What follows belongs to an exercise in optimizing a design on an open flow for small area and a short achievable clock period; a production flow would make more cautious choices. Where RTL was checked, it was by simulation tests only, not by an equivalence proof against the original.

Setup of rev 12:
==> module commit_trace_buffer, before the edit <==
module commit_trace_buffer #(
   parameter int DEPTH      = 16,
   parameter int DROP_CNT_W = 16
) (
   input  logic                      clk,
   input  logic                      rst_n,
   input  logic                      commit_valid,
   input  logic [31:0]               commit_pc,
   input  logic [31:0]               commit_instr,
   input  logic [4:0]                commit_rd,
   input  logic [31:0]               commit_data,
   output logic                      trace_valid,
   input  logic                      trace_ready,
   output logic [31:0]               trace_pc,
   output logic [31:0]               trace_instr,
   output logic [4:0]                trace_rd,
   output logic [31:0]               trace_data,
   output logic [15:0]               trace_seq,
   input  logic                      flush,
   input  logic                      clear_stats,
   output logic                      overflow,
   output logic [DROP_CNT_W-1:0]     drop_count,
   output logic [63:0]               retired_count,
   output logic [$clog2(DEPTH):0]    fill_level
);
   localparam int AW = $clog2(DEPTH);
   localparam int RW = 32 + 32 + 5 + 32 + 16;    
   localparam int NS = DEPTH - 1;                
   logic [AW:0]           cnt_q;       
   logic                  valid_q;     
   logic                  more_q;      
   logic                  full_q;      
   logic [NS-1:0]         wr_q;        
   logic [NS-1:0]         rs_q;        
   logic [15:0]           seq_q;
   logic                  overflow_q;
   logic [DROP_CNT_W-1:0] drop_cnt_q;
   logic [63:0]           retired_q;
   logic [RW-1:0] mem [NS];
   logic [RW-1:0] head_q;
   logic [RW-1:0] rec_in;
   logic [RW-1:0] head_d;
   logic [NS-1:0] we;
   logic pop, push, drop, to_store, adv;
   logic [AW:0] cnt_d;
   assign rec_in = {commit_pc, commit_instr, commit_rd, commit_data, seq_q};
   assign pop      = valid_q && trace_ready && !flush;
   assign push     = commit_valid && !flush && (!full_q || trace_ready);
   assign drop     = commit_valid && !flush && full_q && !trace_ready;
   assign to_store = more_q || (valid_q && !trace_ready);
   assign adv      = !valid_q || trace_ready;
   always_comb begin
      cnt_d = cnt_q;
      case ({push, pop})
         2'b10:   cnt_d = cnt_q + 1'b1;
         2'b01:   cnt_d = cnt_q - 1'b1;
         default: ;
      endcase
   end
   always_ff @(posedge clk or negedge rst_n) begin
      if (!rst_n) begin
         cnt_q   <= '0;
         valid_q <= 1'b0;
         more_q  <= 1'b0;
         full_q  <= 1'b0;
         wr_q    <= NS'(1);
         rs_q    <= '0;
      end else if (flush) begin
         cnt_q   <= '0;
         valid_q <= 1'b0;
         more_q  <= 1'b0;
         full_q  <= 1'b0;
         rs_q    <= '0;
      end else begin
         cnt_q   <= cnt_d;
         valid_q <= (cnt_d != 0);
         more_q  <= (cnt_d > 1);
         full_q  <= (cnt_d == DEPTH);
         if (push && to_store) wr_q <= {wr_q[NS-2:0], wr_q[NS-1]};
         if (pop && more_q)
            rs_q <= (cnt_d > 1) ? {rs_q[NS-2:0], rs_q[NS-1]} : '0;
         else if (push && to_store && !more_q)
            rs_q <= wr_q;
      end
   end
   always_comb begin
      head_d = ({RW{!adv}} & head_q) | ({RW{adv && !more_q}} & rec_in);
      for (int i = 0; i < NS; i++)
         head_d = head_d | ({RW{adv && rs_q[i]}} & mem[i]);
   end
   always_comb
      for (int i = 0; i < NS; i++)
         we[i] = (wr_q[i] && !full_q) || (wr_q[i] && full_q && trace_ready);
   always_ff @(posedge clk) begin
      for (int i = 0; i < NS; i++)
         if (we[i]) mem[i] <= rec_in;
      head_q <= head_d;
   end
   always_ff @(posedge clk or negedge rst_n) begin
      if (!rst_n) begin
         seq_q      <= '0;
         overflow_q <= 1'b0;
         drop_cnt_q <= '0;
         retired_q  <= '0;
      end else begin
         if (commit_valid) seq_q <= seq_q + 16'd1;
         if (clear_stats) begin
            overflow_q <= 1'b0;
            drop_cnt_q <= '0;
            retired_q  <= '0;
         end else begin
            if (drop) begin
               overflow_q <= 1'b1;
               if (drop_cnt_q != {DROP_CNT_W{1'b1}}) drop_cnt_q <= drop_cnt_q + 1'b1;
            end
            if (commit_valid) retired_q <= retired_q + 64'd1;
         end
      end
   end
   assign trace_valid   = valid_q;
   assign {trace_pc, trace_instr, trace_rd, trace_data, trace_seq} = head_q;
   assign overflow      = overflow_q;
   assign drop_count    = drop_cnt_q;
   assign retired_count = retired_q;
   assign fill_level    = cnt_q;
endmodule
Settings: LEC_CHECK=0, CAP_MARGIN=20, CORE_MARGIN=2, CORE_UTILIZATION=60, CTS_BUF_LIST=sky130_fd_sc_hd__clkbuf_8 sky130_fd_sc_hd__clkbuf_16, CTS_CLUSTER_DIAMETER=80, CTS_CLUSTER_SIZE=30, SETUP_SLACK_MARGIN=2.9, SLEW_MARGIN=20; clock period 5.5 ns.
standard.sh (not shown) runs the stock make flow with config.mk's settings and CLKGATE_MAP_FILE= SYNTH_SCRIPT=/design/flow/synth_recipe.tcl, a recipe that flattens the netlist after the stock synthesis.
==> flow/flow/run.sh <==
#!/bin/bash
set -euo pipefail
bash standard.sh \
  BUFFER_PORTS_ARGS="-buffer_cell sky130_fd_sc_hd__buf_2" \
  CTS_ARGS="-sink_clustering_enable -repair_clock_nets -sink_clustering_size 30 -sink_clustering_max_diameter 80 -buf_list {sky130_fd_sc_hd__clkbuf_8 sky130_fd_sc_hd__clkbuf_16} -dont_use_dummy_load" \
  finish > standard_flow.log 2>&1
The flow did not stop early for rev 12: all stages ran, and the layout cleared the timing, design-rule and antenna checks.
Inputs modified between rev 12 and rev 13:
==> flow/design.v <==
module commit_trace_buffer #(
   parameter int DEPTH      = 16,
   parameter int DROP_CNT_W = 16
) (
   input  logic                      clk,
   input  logic                      rst_n,
   input  logic                      commit_valid,
   input  logic [31:0]               commit_pc,
   input  logic [31:0]               commit_instr,
   input  logic [4:0]                commit_rd,
   input  logic [31:0]               commit_data,
   output logic                      trace_valid,
   input  logic                      trace_ready,
   output logic [31:0]               trace_pc,
   output logic [31:0]               trace_instr,
   output logic [4:0]                trace_rd,
   output logic [31:0]               trace_data,
   output logic [15:0]               trace_seq,
   input  logic                      flush,
   input  logic                      clear_stats,
   output logic                      overflow,
   output logic [DROP_CNT_W-1:0]     drop_count,
   output logic [63:0]               retired_count,
   output logic [$clog2(DEPTH):0]    fill_level
);
   localparam int AW = $clog2(DEPTH);
   localparam int RW = 32 + 32 + 5 + 32 + 16;    
   localparam int NS = DEPTH - 1;                
   logic [AW:0]           cnt_q;       
   logic                  valid_q;     
   logic                  more_q;      
   logic                  full_q;      
   logic [NS-1:0]         wr_q;        
   logic [NS-1:0]         rd_q;        
   logic [15:0]           seq_q;
   logic                  overflow_q;
   logic [DROP_CNT_W-1:0] drop_cnt_q;
   logic [63:0]           retired_q;
   logic [RW-1:0] mem [NS];
   logic [RW-1:0] head_q;
   logic [RW-1:0] rec_in;
   logic [RW-1:0] head_d;
   logic pop, push, drop, to_store;
   assign rec_in = {commit_pc, commit_instr, commit_rd, commit_data, seq_q};
   assign pop      = valid_q && trace_ready && !flush;
   assign push     = commit_valid && !flush && (!full_q || trace_ready);
   assign drop     = commit_valid && !flush && full_q && !trace_ready;
   assign to_store = more_q || (valid_q && !trace_ready);
   always_ff @(posedge clk or negedge rst_n) begin
      if (!rst_n) begin
         cnt_q   <= '0;
         valid_q <= 1'b0;
         more_q  <= 1'b0;
         full_q  <= 1'b0;
         wr_q    <= NS'(1);
         rd_q    <= NS'(1);
      end else if (flush) begin
         cnt_q   <= '0;
         valid_q <= 1'b0;
         more_q  <= 1'b0;
         full_q  <= 1'b0;
         rd_q    <= wr_q;
      end else begin
         case ({push, pop})
            2'b10: begin
               cnt_q   <= cnt_q + 1'b1;
               valid_q <= 1'b1;
               more_q  <= valid_q;
               full_q  <= (cnt_q == DEPTH - 1);
            end
            2'b01: begin
               cnt_q   <= cnt_q - 1'b1;
               valid_q <= more_q;
               more_q  <= (cnt_q > 2);
               full_q  <= 1'b0;
            end
            default: ;
         endcase
         if (push && to_store) wr_q <= {wr_q[NS-2:0], wr_q[NS-1]};
         if (pop && more_q)    rd_q <= {rd_q[NS-2:0], rd_q[NS-1]};
      end
   end
   always_comb begin
      head_d = {RW{!more_q}} & rec_in;
      for (int i = 0; i < NS; i++)
         head_d = head_d | ({RW{rd_q[i] && more_q}} & mem[i]);
   end
   always_ff @(posedge clk) begin
      for (int i = 0; i < NS; i++)
         if (wr_q[i] && (!full_q || trace_ready)) mem[i] <= rec_in;
      if (!valid_q || trace_ready) head_q <= head_d;
   end
   always_ff @(posedge clk or negedge rst_n) begin
      if (!rst_n) begin
         seq_q      <= '0;
         overflow_q <= 1'b0;
         drop_cnt_q <= '0;
         retired_q  <= '0;
      end else begin
         if (commit_valid) seq_q <= seq_q + 16'd1;
         if (clear_stats) begin
            overflow_q <= 1'b0;
            drop_cnt_q <= '0;
            retired_q  <= '0;
         end else begin
            if (drop) begin
               overflow_q <= 1'b1;
               if (drop_cnt_q != {DROP_CNT_W{1'b1}}) drop_cnt_q <= drop_cnt_q + 1'b1;
            end
            if (commit_valid) retired_q <= retired_q + 64'd1;
         end
      end
   end
   assign trace_valid   = valid_q;
   assign {trace_pc, trace_instr, trace_rd, trace_data, trace_seq} = head_q;
   assign overflow      = overflow_q;
   assign drop_count    = drop_cnt_q;
   assign retired_count = retired_q;
   assign fill_level    = cnt_q;
endmodule
## What came out
The critical path depth in rev 13 sits 10 below the value recorded for rev 12. On tightest slew margin relative to the limit: between rev 12 and rev 13, it ends up lower for rev 13. Cell area | rev 13 vs rev 12 | rev 13 larger. Relative to rev 12, antenna diode instance count increased by 4 in rev 13. Routability congestion estimate from global placement delta for rev 13 relative to rev 12: about 3% higher. Rev 13: share of synthesized area spent on multiplexers 0.25 points above rev 12. The count of nets after finishing of rev 13 falls short of that of rev 12 by about 1.7%. Rev 13 ended up with a lower ratio of final minimum period to clock period than rev 12 did. Setup slack after layout: rev 12 and rev 13 compared, higher one is rev 13. Comparing rev 12 and rev 13, length of the first detailed-routing pass in iterations is lower on rev 13. Against rev 12, rev 13 reports a inserted tap cell count that is higher. Diff rev 12..rev 13 | adder-cell share of the synthesized area | negligible. In the tables for rev 12 and rev 13, worst clock skew reads higher with rev 12.
The RTL of rev 12 was laid out without a check of its function.

-- separate check: timing with driven ports --
In the flow no input, the clock included, has a driving cell. The finished layouts below were timed again as built, in two steps.
Step 1, drivers: a clkbuf_16 drives clk and a buf_2 each remaining input, both assumed.
Step 2 also shifts input and output timing later by t, the mid clock arrival at the registers, as if the neighbouring blocks saw the same clock.
Three values: ideal ports, drivers, drivers and shift; two values: the first two.
run	shift t [ns]	slack for setup (ns)	cell pins on the clock port's net
rev 12	0.765	2.680 / 2.719 / 1.954	1
rev 13	0.772	2.765 / 2.827 / 2.056	1
After both steps setup and hold are still met in every run listed. For rev 12, which loses most, drivers alone change the setup slack by +0.039 ns; drivers and shift together by -0.726 ns.
